Source: an optimization exercise on an open RTL-to-GDS flow (aim: small area, a short achievable clock period and few clock cycles per item). Production flows keep margins and buffers that such runs may drop.
At most, simulation tests tie the RTL to the original design; equivalence was not proved.
No activity file was given, so power comes from the tool's default toggle rates.

==> branch garnet <==
==> flow/design.v (excerpt) <==
module bicubic_scaler (
    input  logic               CLK,
    input  logic               RST,
    input  logic               start,
    input  img_pkg::coord_t    v0,
    input  img_pkg::coord_t    h0,
    input  logic [4:0]         sw,
    input  img_pkg::tgt_t      sh,
    input  img_pkg::tgt_t      tw,
    input  img_pkg::pixel_t    src_data,
    output logic               src_rd,
    output img_pkg::src_addr_t src_addr,
    output logic               dst_we,
    output img_pkg::dst_addr_t dst_addr,
    output img_pkg::pixel_t    dst_data,
    output logic               done
);
==> module cubic_interp, before the edit <==
module cubic_interp (
    input  logic        CLK,
    input  logic        RST,
    input  logic        start,
    input  logic        in_v,
    input  logic        in_last,
    input  logic [7:0]  q0,
    input  logic [7:0]  q1,
    input  logic [7:0]  q2,
    input  logic [7:0]  q3,
    input  logic [14:0] x,
    output logic        dst_we,
    output logic [11:0] dst_addr,
    output logic [7:0]  dst_data,
    output logic        done
);
    function automatic logic [23:0] booth_enc(input logic [14:0] xv);
        logic [16:0] xe;
        logic [7:0] one, two, neg;
        xe = {2'b00, xv} << 1;
        for (int i = 0; i < 8; i++) begin
            one[i] = xe[2*i+1] ^ xe[2*i];
            two[i] = (xe[2*i+2] & ~xe[2*i+1] & ~xe[2*i]) | (~xe[2*i+2] & xe[2*i+1] & xe[2*i]);
            neg[i] = xe[2*i+2];
        end
        booth_enc = {neg, two, one};
    endfunction
    localparam int NS = 6;               
    logic [NS-1:0] vld, lst;
    logic signed [10:0] a1;
    logic signed [11:0] b1;
    logic signed [8:0]  c1;
    logic [7:0]         d1;
    logic [23:0]        x1;       
    logic signed [12:0] a_n, b_n;
    assign a_n = 13'sd0 - $signed({5'd0, q0}) + 13'sd3 * $signed({5'd0, q1})
               - 13'sd3 * $signed({5'd0, q2}) + $signed({5'd0, q3});
    assign b_n = 13'sd2 * $signed({5'd0, q0}) - 13'sd5 * $signed({5'd0, q1})
               + 13'sd4 * $signed({5'd0, q2}) - $signed({5'd0, q3});
    always_ff @(posedge CLK) begin
        a1 <= a_n[10:0];
        b1 <= b_n[11:0];
        c1 <= $signed({1'b0, q2}) - $signed({1'b0, q0});
        d1 <= q1;
        x1 <= booth_enc(x);
    end
    logic [26:0] us2, uc2, us_n, uc_n;
    logic signed [8:0] c2;
    logic [7:0]  d2;
    logic [23:0] x2;
    booth_tree_u mul_u (
        .m (a1), .x (x1), .add ({b1, 15'd0}), .s (us_n), .c (uc_n));
    always_ff @(posedge CLK) begin
        us2 <= us_n;
        uc2 <= uc_n;
        c2  <= c1;
        d2  <= d1;
        x2  <= x1;
    end
    logic signed [26:0] u3;
    logic signed [8:0]  c3;
    logic [7:0]  d3;
    logic [23:0] x3;
    always_ff @(posedge CLK) begin
        u3 <= us2 + uc2;
        c3 <= c2;
        d3 <= d2;
        x3 <= x2;
    end
    logic [40:0] vs4, vc4, vs_n, vc_n;
    logic [7:0]  d4;
    logic [23:0] x4;
    booth_tree_v mul_v (
        .m (u3), .x (x3), .add ({{2{c3[8]}}, c3, 30'd0}), .s (vs_n), .c (vc_n));
    always_ff @(posedge CLK) begin
        vs4 <= vs_n;
        vc4 <= vc_n;
        d4  <= d3;
        x4  <= x3;
    end
    logic signed [40:0] v5;
    logic [7:0]  d5;
    logic [23:0] x5;
    always_ff @(posedge CLK) begin
        v5 <= vs4 + vc4;
        d5 <= d4;
        x5 <= x4;
    end
    logic [55:0] ws6, wc6, ws_n, wc_n;
    booth_tree_w mul_w (
        .m (v5), .x (x5), .add ({2'b00, d5, 1'b1, 45'd0}), .s (ws_n), .c (wc_n));
    always_ff @(posedge CLK) begin
        ws6 <= ws_n;
        wc6 <= wc_n;
    end
    logic [55:0] w7;
    assign w7 = ws6 + wc6;
    always_ff @(posedge CLK) begin
        if (w7[55])
            dst_data <= 8'd0;
        else if (w7[54])
            dst_data <= 8'hff;
        else
            dst_data <= w7[53:46];
    end
    logic [11:0] wcnt;
    always_ff @(posedge CLK) begin
        if (RST || done)
            wcnt <= '0;
        else if (vld[NS-1])
            wcnt <= wcnt + 12'd1;
        dst_addr <= wcnt;
    end
    always_ff @(posedge CLK) begin
        lst <= {lst[NS-2:0], in_last};
        if (RST) begin
            vld    <= '0;
            dst_we <= 1'b0;
            done   <= 1'b0;
        end else begin
            vld    <= {vld[NS-2:0], in_v};
            dst_we <= vld[NS-1];
            done   <= vld[NS-1] && lst[NS-1];
        end
    end
endmodule
Settings: LEC_CHECK=0, CAP_MARGIN=20, CORE_MARGIN=2, CORE_UTILIZATION=55, CTS_CLUSTER_DIAMETER=200, CTS_CLUSTER_SIZE=30, PLACE_DENSITY=0.65, SLEW_MARGIN=20; clock period 15.0 ns.
standard.sh (not shown) runs the stock make flow with config.mk's settings and CLKGATE_MAP_FILE= SYNTH_SCRIPT=/design/flow/synth_recipe.tcl, a recipe that flattens the netlist after the stock synthesis.
==> flow/flow/run.sh <==
#!/bin/bash
# The standard ORFS layout (the standard.sh) with two changes to how it
# is made: the port buffers are buf_4 cells instead of the resizer's pick,
# and repair_timing aims for more setup slack than the clock needs.
# ORFS writes each step's log under orfs/logs; make's output goes to
# standard.log here.
set -euo pipefail
bash standard.sh \
    "BUFFER_PORTS_ARGS=-buffer_cell sky130_fd_sc_hd__buf_4" \
    SETUP_SLACK_MARGIN=10.8 \
    finish > standard.log 2>&1
==> branch onyx (differences from branch garnet) <==
--- a/flow/design.v
+++ b/flow/design.v
@@ -197,21 +197,27 @@
     logic [23:0] x5;
     always_ff @(posedge CLK) begin
         v5 <= vs4 + vc4;
         d5 <= d4;
         x5 <= x4;
     end
-    logic [55:0] ws6, wc6, ws_n, wc_n;
+    localparam int WL = 12;              
+    logic [55:0] ws_n, wc_n;
+    logic [55:WL] ws6, wc6;
+    logic        wcy6;
+    logic [WL:0] wlo;
+    assign wlo = {1'b0, ws_n[WL-1:0]} + {1'b0, wc_n[WL-1:0]};
     booth_tree_w mul_w (
         .m (v5), .x (x5), .add ({2'b00, d5, 1'b1, 45'd0}), .s (ws_n), .c (wc_n));
     always_ff @(posedge CLK) begin
-        ws6 <= ws_n;
-        wc6 <= wc_n;
+        ws6  <= ws_n[55:WL];
+        wc6  <= wc_n[55:WL];
+        wcy6 <= wlo[WL];
     end
-    logic [55:0] w7;
-    assign w7 = ws6 + wc6;
+    logic [55:WL] w7;
+    assign w7 = ws6 + wc6 + (56-WL)'(wcy6);
     always_ff @(posedge CLK) begin
         if (w7[55])
             dst_data <= 8'd0;
         else if (w7[54])
             dst_data <= 8'hff;
         else
Settings changed: CTS_CLUSTER_DIAMETER 200 to not set, CTS_CLUSTER_SIZE 30 to not set.
==> branch fjord (differences from branch garnet) <==
--- a/flow/design.v
+++ b/flow/design.v
@@ -47,13 +47,13 @@
                 act <= 1'b1;
             else if (issue && row_end && row == j_sh - 6'd1)
                 act <= 1'b0;
         end
     end
     always_ff @(posedge CLK) begin
-        if (!act) begin
+        if (start) begin
             first <= 1'b1;
             row   <= '0;
             col1  <= '0;
         end else begin
             if (first)
                 base <= base_cur;
@@ -216,13 +216,13 @@
             dst_data <= 8'hff;
         else
             dst_data <= w7[53:46];
     end
     logic [11:0] wcnt;
     always_ff @(posedge CLK) begin
-        if (RST || done)
+        if (start)
             wcnt <= '0;
         else if (vld[NS-1])
             wcnt <= wcnt + 12'd1;
         dst_addr <= wcnt;
     end
     always_ff @(posedge CLK) begin
@@ -1505,13 +1505,13 @@
     logic [5:0] j_sh, j_D;
     logic [8:0] m3, m5, m7;          
     logic       es_act;
     logic [19:0] dq;
     logic [5:0]  dr;
     logic [2:0]  dcnt;
-    logic        q_ok;
+    logic        q_ok, q_ok2;
     logic [19:0] dq_n;
     logic [5:0]  dr_n;
     logic [4:0]  st_in;
     logic [1:0]  t1, dq1, dr1;
     assign st_in = sw - 5'd1;
     assign t1    = st_in[4:3];
@@ -1576,23 +1576,26 @@
                 dq <= dq_n;
                 dr <= dr_n;
             end
             dcnt <= dcnt + 3'd1;
             q_ok <= (dcnt == 3'd6);
         end
+        q_ok2 <= q_ok && es_act;
     end
     logic [5:0]        Dm1, shm1;
     logic signed [6:0] EmD;           
     logic signed [7:0] K1, K2;        
+    logic              g1;            
     logic [5:0]        qs0, qs1;      
     always_ff @(posedge CLK) begin
         Dm1  <= j_D - 6'd1;
         shm1 <= j_sh - 6'd1;
         EmD  <= $signed({1'b0, dr}) - $signed({1'b0, j_D});
         K1   <= $signed({1'b0, dr, 1'b0}) - $signed({2'b00, j_D});
         K2   <= $signed({1'b0, dr, 1'b0}) - $signed({1'b0, j_D, 1'b0});
+        g1   <= ({1'b0, dr, 1'b0} >= {2'b00, j_D});
         qs0  <= {1'b0, dq[19:15]};
         qs1  <= {1'b0, dq[19:15]} + 6'd1;
     end
     logic issue;
     logic rd_ok;
     logic arrive;
@@ -1616,113 +1619,85 @@
             arrive <= src_rd;
     end
     logic [5:0]  es_c, es_row;
     logic [14:0] x_c, x_n;
     logic [5:0]  e_n;
     logic        g_n;
-    logic        single_c, last_c, jlast_c, first_c, p1w, qs_ok;
+    logic        single_c, last_c, jlast_c;
     logic [5:0]  step_c;             
     logic [2:0]  pe;                 
     logic signed [6:0] rel, irel, rel_n;
     logic        ready;
     logic [15:0] xs0, xs1, x_sum;
     logic        last_n;
     logic signed [6:0] dlt;
-    logic        act_n, single_n, p1w_n, qs_ok_n, load1;
-    logic signed [7:0] e_a;
-    logic              g1c, gn1, last1, single1;
-    logic [6:0]        e2x;
-    logic signed [8:0] t3a, t3b;
-    logic [5:0]        step1;
-    assign g1c     = ({1'b0, dr, 1'b0} >= {2'b00, j_D});
-    assign e2x     = {dr, 1'b0} - (g1c ? {1'b0, j_D} : 7'd0);
-    assign t3a     = $signed({2'b00, dr, 1'b0}) + $signed({3'b000, dr}) - $signed({3'b000, j_D});
-    assign t3b     = $signed({2'b00, dr, 1'b0}) + $signed({3'b000, dr}) - $signed({2'b00, j_D, 1'b0});
-    assign gn1     = g1c ? !t3b[8] : !t3a[8];
-    assign last1   = (j_D == 6'd1);
-    assign single1 = (dq[14:0] == '0);
-    assign step1   = last1 ? 6'd3 : {1'b0, dq[19:15]} + 6'(dq[14]);
+    logic        act_n, single_n;
+    logic signed [7:0] e_a, e_b;
     assign pe     = rel[2:0] - step_c[2:0];
     assign rd_ok  = (irel <= 7'sd6);
     assign dlt    = ready ? $signed({1'b0, step_c}) : 7'sd0;
     assign rel_n  = rel + $signed({6'd0, arrive}) - dlt;
     assign xs0    = {1'b0, x_n} + {1'b0, dq[14:0]};
     assign xs1    = {1'b0, x_n} + {1'b0, dq[14:0]} + 16'd1;
     assign x_sum  = g_n ? xs1 : xs0;
     assign last_n = (es_c == Dm1);
     assign e_a    = $signed({2'b00, e_n}) + (g_n ? K2 : K1);
-    assign load1  = q_ok && ((ready && first_c) || p1w);
     always_comb begin
         if (RST)
             act_n = 1'b0;
         else if (start)
             act_n = 1'b1;
         else if (ready && jlast_c)
             act_n = 1'b0;
         else
             act_n = es_act;
-        if (!es_act)
+        if (start)
             single_n = 1'b1;
-        else if (load1)
-            single_n = single1;
         else if (ready)
             single_n = last_c || (x_n == '0);
         else
             single_n = single_c;
-        p1w_n   = es_act && !q_ok && ((ready && first_c) || p1w);
-        qs_ok_n = es_act && (qs_ok || dcnt == 3'd2);
     end
     always_ff @(posedge CLK) begin
-        es_act   <= act_n;
-        ready    <= act_n && qs_ok_n && !p1w_n && (rel_n >= (single_n ? 7'sd0 : 7'sd2));
+        es_act <= act_n;
+        ready  <= act_n && q_ok && !start && (rel_n >= (single_n ? 7'sd0 : 7'sd2));
         single_c <= single_n;
-        p1w      <= p1w_n;
-        qs_ok    <= qs_ok_n;
-        rel  <= !es_act ? -7'sd2 : rel_n;
-        irel <= !es_act ? -7'sd1 : irel + $signed({6'd0, issue}) - dlt;
-        if (!es_act) begin
+        rel  <= start ? -7'sd2 : rel_n;
+        irel <= start ? -7'sd1 : irel + $signed({6'd0, issue}) - dlt;
+        if (start) begin
             es_c     <= '0;
             es_row   <= '0;
             x_c      <= '0;
             last_c   <= 1'b0;
             jlast_c  <= 1'b0;
-            first_c  <= 1'b1;
-        end else if (load1) begin
-            es_c     <= 6'd1;
-            first_c  <= 1'b0;
-            x_c      <= dq[14:0];
-            last_c   <= last1;
-            jlast_c  <= last1 && (es_row == shm1);
-            x_n      <= {dq[13:0], g1c};
-            e_n      <= e2x[5:0];
-            g_n      <= gn1;
-            step_c   <= step1;
+        end else if (!q_ok2) begin
+            x_n    <= dq[14:0];
+            e_n    <= dr;
+            g_n    <= ({1'b0, dr, 1'b0} >= {2'b00, j_D});
+            step_c <= {1'b0, dq[19:15]};
         end else if (ready) begin
             if (last_c) begin
                 es_c     <= '0;
                 es_row   <= es_row + 6'd1;
                 x_c      <= '0;
                 last_c   <= 1'b0;
                 jlast_c  <= 1'b0;
-                first_c  <= 1'b1;
+                x_n      <= dq[14:0];
+                e_n      <= dr;
+                g_n      <= g1;
                 step_c   <= qs0;
-            end else if (first_c) begin
-                es_c     <= 6'd1;
-                first_c  <= 1'b0;
             end else begin
                 es_c     <= es_c + 6'd1;
                 x_c      <= x_n;
                 last_c   <= last_n;
                 jlast_c  <= last_n && (es_row == shm1);
                 x_n      <= x_sum[14:0];
                 e_n      <= 6'(g_n ? $signed({1'b0, e_n}) + EmD : $signed({1'b0, e_n}) + $signed({1'b0, dr}));
                 g_n      <= !e_a[7];
                 step_c   <= last_n ? 6'd3 : (x_sum[15] ? qs1 : qs0);
             end
-        end else if (!qs_ok && dcnt == 3'd2) begin
-            step_c <= {1'b0, dq[4:0]};
         end
     end
     logic [7:0] q0, q1, q2, q3;
     tap_fifo win_inst (
         .CLK   (CLK),
         .shift (arrive),
--- a/flow/flow/run.sh
+++ b/flow/flow/run.sh
@@ -4,8 +4,8 @@
 # and repair_timing aims for more setup slack than the clock needs.
 # ORFS writes each step's log under orfs/logs; make's output goes to
 # standard.log here.
 set -euo pipefail
 bash standard.sh \
     "BUFFER_PORTS_ARGS=-buffer_cell sky130_fd_sc_hd__buf_4" \
-    SETUP_SLACK_MARGIN=10.8 \
+    SETUP_SLACK_MARGIN=10.4 \
     finish > standard.log 2>&1
Settings changed: CORE_UTILIZATION 55 to 40, CTS_CLUSTER_DIAMETER 200 to not set, CTS_CLUSTER_SIZE 30 to not set, PLACE_DENSITY 0.65 to not set.
==> branch raven (differences from branch garnet) <==
--- a/flow/design.v
+++ b/flow/design.v
@@ -92,26 +92,54 @@
     output logic [7:0] q1,
     output logic [7:0] q2,
     output logic [7:0] q3
 );
     logic [7:0] win [0:bic_pkg::WIN-1];
     logic [2:0] b;
+    logic [7:0] q0_n, q1_n, q2_n, q3_n;
     assign b = emit ? pe : pi;
-    function automatic logic [7:0] pick(input logic [2:0] idx);
-        pick = (shift && idx == 3'd7) ? din : win[idx];
-    endfunction
+    always_comb begin
+        case (b)
+            3'd7:    q1_n = din;
+            default: q1_n = win[b];
+        endcase
+        case (b)
+            3'd2:    q0_n = win[3];
+            3'd3:    q0_n = win[4];
+            3'd4:    q0_n = win[5];
+            3'd5:    q0_n = win[6];
+            3'd6:    q0_n = win[7];
+            default: q0_n = win[2];
+        endcase
+        case (b)
+            3'd2:    q2_n = win[1];
+            3'd3:    q2_n = win[2];
+            3'd4:    q2_n = win[3];
+            3'd5:    q2_n = win[4];
+            3'd6:    q2_n = win[5];
+            default: q2_n = win[0];
+        endcase
+        case (b)
+            3'd2:    q3_n = win[0];
+            3'd3:    q3_n = win[1];
+            3'd4:    q3_n = win[2];
+            3'd5:    q3_n = win[3];
+            3'd6:    q3_n = win[4];
+            default: q3_n = din;
+        endcase
+    end
     always_ff @(posedge CLK) begin
         if (shift) begin
             win[0] <= din;
             for (int i = 1; i < bic_pkg::WIN; i++)
                 win[i] <= win[i-1];
         end
-        q0 <= pick(3'(b + 3'd1));
-        q1 <= pick(b);
-        q2 <= pick(3'(b - 3'd1));
-        q3 <= pick(3'(b - 3'd2));
+        q0 <= q0_n;
+        q1 <= q1_n;
+        q2 <= q2_n;
+        q3 <= q3_n;
     end
 endmodule
 `timescale 1ns/1ps
 module cubic_interp (
     input  logic        CLK,
     input  logic        RST,
@@ -197,35 +225,41 @@
     logic [23:0] x5;
     always_ff @(posedge CLK) begin
         v5 <= vs4 + vc4;
         d5 <= d4;
         x5 <= x4;
     end
-    logic [55:0] ws6, wc6, ws_n, wc_n;
+    localparam int WL = 12;              
+    logic [55:0] ws_n, wc_n;
+    logic [55:WL] ws6, wc6;
+    logic        wcy6;
+    logic [WL:0] wlo;
+    assign wlo = {1'b0, ws_n[WL-1:0]} + {1'b0, wc_n[WL-1:0]};
     booth_tree_w mul_w (
         .m (v5), .x (x5), .add ({2'b00, d5, 1'b1, 45'd0}), .s (ws_n), .c (wc_n));
     always_ff @(posedge CLK) begin
-        ws6 <= ws_n;
-        wc6 <= wc_n;
+        ws6  <= ws_n[55:WL];
+        wc6  <= wc_n[55:WL];
+        wcy6 <= wlo[WL];
     end
-    logic [55:0] w7;
-    assign w7 = ws6 + wc6;
+    logic [55:WL] w7;
+    assign w7 = ws6 + wc6 + (56-WL)'(wcy6);
     always_ff @(posedge CLK) begin
         if (w7[55])
             dst_data <= 8'd0;
         else if (w7[54])
             dst_data <= 8'hff;
         else
             dst_data <= w7[53:46];
     end
     logic [11:0] wcnt;
     always_ff @(posedge CLK) begin
-        if (RST || done)
+        if (RST)
             wcnt <= '0;
         else if (vld[NS-1])
-            wcnt <= wcnt + 12'd1;
+            wcnt <= lst[NS-1] ? 12'd0 : wcnt + 12'd1;
         dst_addr <= wcnt;
     end
     always_ff @(posedge CLK) begin
         lst <= {lst[NS-2:0], in_last};
         if (RST) begin
             vld    <= '0;
@@ -1606,17 +1640,20 @@
         .j_sh     (j_sh),
         .rd_ok    (rd_ok),
         .issue    (issue),
         .src_rd   (src_rd),
         .src_addr (src_addr)
     );
+    logic rd_q, rst_q;
     always_ff @(posedge CLK) begin
+        rd_q  <= issue;
+        rst_q <= RST;
         if (RST)
             arrive <= 1'b0;
         else
-            arrive <= src_rd;
+            arrive <= rd_q && !rst_q;
     end
     logic [5:0]  es_c, es_row;
     logic [14:0] x_c, x_n;
     logic [5:0]  e_n;
     logic        g_n;
     logic        single_c, last_c, jlast_c, first_c, p1w, qs_ok;
==> flow/flow/run.sh (replaced) <==
#!/bin/bash
# The standard ORFS layout (the standard.sh) with two changes to how it
# is made: the port buffers are buf_2 cells instead of the resizer's pick,
# and repair_timing aims for more setup slack than the clock needs.
# ORFS writes each step's log under orfs/logs; make's output goes to
# standard.log here.
set -euo pipefail
bash standard.sh \
    "BUFFER_PORTS_ARGS=-buffer_cell sky130_fd_sc_hd__buf_2" \
    SETUP_SLACK_MARGIN=11.0 \
    finish > standard.log 2>&1
Settings changed: CORE_UTILIZATION 55 to 70, CTS_CLUSTER_DIAMETER 200 to 150, CTS_CLUSTER_SIZE 30 to 22, PLACE_DENSITY 0.65 to 0.8.
==> comparison table <==
	branch raven	branch fjord	branch garnet	branch onyx
Leakage power	26.7 nW	28.0 nW	27.1 nW	28.1 nW
Worst-margin pin slew	1.06 ns	1.20 ns	1.10 ns	1.14 ns
Multi-In Gates	4255	4339	4388	4362
Worst hold slack	0.313 ns	0.286 ns	0.319 ns	0.322 ns
Post-route non-filler standard cell count	7282	8347	7727	7810
Post-CTS Setup Inserts	8	0	1	1
Peak supply drop	0.110 mV	0.0999 mV	0.0918 mV	0.0915 mV
Row Count	109	145	124	124
Switching Power	2.50 mW	3.06 mW	2.51 mW	2.70 mW
Outcome	no timing/DRC/antenna violations	no timing/DRC/antenna violations	no timing/DRC/antenna violations	no timing/DRC/antenna violations
Proportion of power drawn by flip-flops and latches	0.448	0.379	0.464	0.397
Die Area	0.0913 sq mm	0.161 sq mm	0.118 sq mm	0.117 sq mm
Internal cell power	4.41 mW	5.65 mW	4.40 mW	5.24 mW
Post-layout net count	7126	7209	7232	7248
Hold path startpoint	kern_inst.x2[7]	kern_inst.x4[8]	kern_inst.x4[20]	kern_inst.d3[4]
Met3 WL	12100 um	9230 um	8630 um	9510 um
Mapped Area	0.0623 sq mm	0.0631 sq mm	0.0637 sq mm	0.0631 sq mm
Crit path DAT	1.09 ns	1.29 ns	1.15 ns	1.15 ns
Total clock network power	1.34 mW	2.63 mW	1.23 mW	2.43 mW
Top achievable clock speed	244 MHz	233 MHz	241 MHz	241 MHz
Final clock period utilization by the worst path	0.273	0.286	0.277	0.276
Final worst path period need	4.09 ns	4.29 ns	4.15 ns	4.15 ns
Compound-cell area share of the yosys netlist	0.161	0.159	0.161	0.165
Part of the total power dissipated in the clock network	0.194	0.301	0.178	0.306
Synth Instances	6317	6410	6465	6418
Area added between synthesis and finish	4.13%	8.93%	3.85%	7.60%
Post-DP HPWL	101000 um	106000 um	107000 um	107000 um
Testbench counts of branch garnet, summed over its fixed seeds: cycles 17,160, pixels 15,020.
Testbench counts of branch fjord, summed over its fixed seeds: cycles 17,272, pixels 15,020.
Testbench counts of branch raven, summed over its fixed seeds: cycles 17,160, pixels 15,020.
No functional check of the RTL was part of branch onyx.

[re-timing with driven ports]
In the flow no input, the clock included, has a driving cell. The finished layouts below were timed again as built, in two steps. Step 1 (the two cells are an assumption about what drives the block):
set clk [get_ports {CLK}]
set_driving_cell -lib_cell sky130_fd_sc_hd__clkbuf_16 $clk
set_driving_cell -lib_cell sky130_fd_sc_hd__buf_2 [delete_from_list [all_inputs] $clk]
Step 2 also shifts input and output timing later by t, the mid clock arrival at the registers, as if the neighbouring blocks saw the same clock. a / b / c = ideal / step 1 / step 2; a / b = the first two.
run | shift t [ns] | setup slack, ns | latest minus earliest clock arrival (ns)
branch garnet | 0.704 | 10.850 / 10.778 / 10.529 | 0.042 / 0.043
branch onyx | 0.746 | 10.854 / 10.788 / 10.436 | 0.035 / 0.035
branch fjord | 0.772 | 10.711 / 10.636 / 10.063 | 0.081 / 0.082
branch raven | 0.699 | 10.908 / 10.834 / 10.589 | 0.039 / 0.039
After both steps setup and hold are still met in every run listed. The setup slack of branch fjord, which loses most, moves by -0.075 ns with the drivers and by -0.648 ns with both steps.
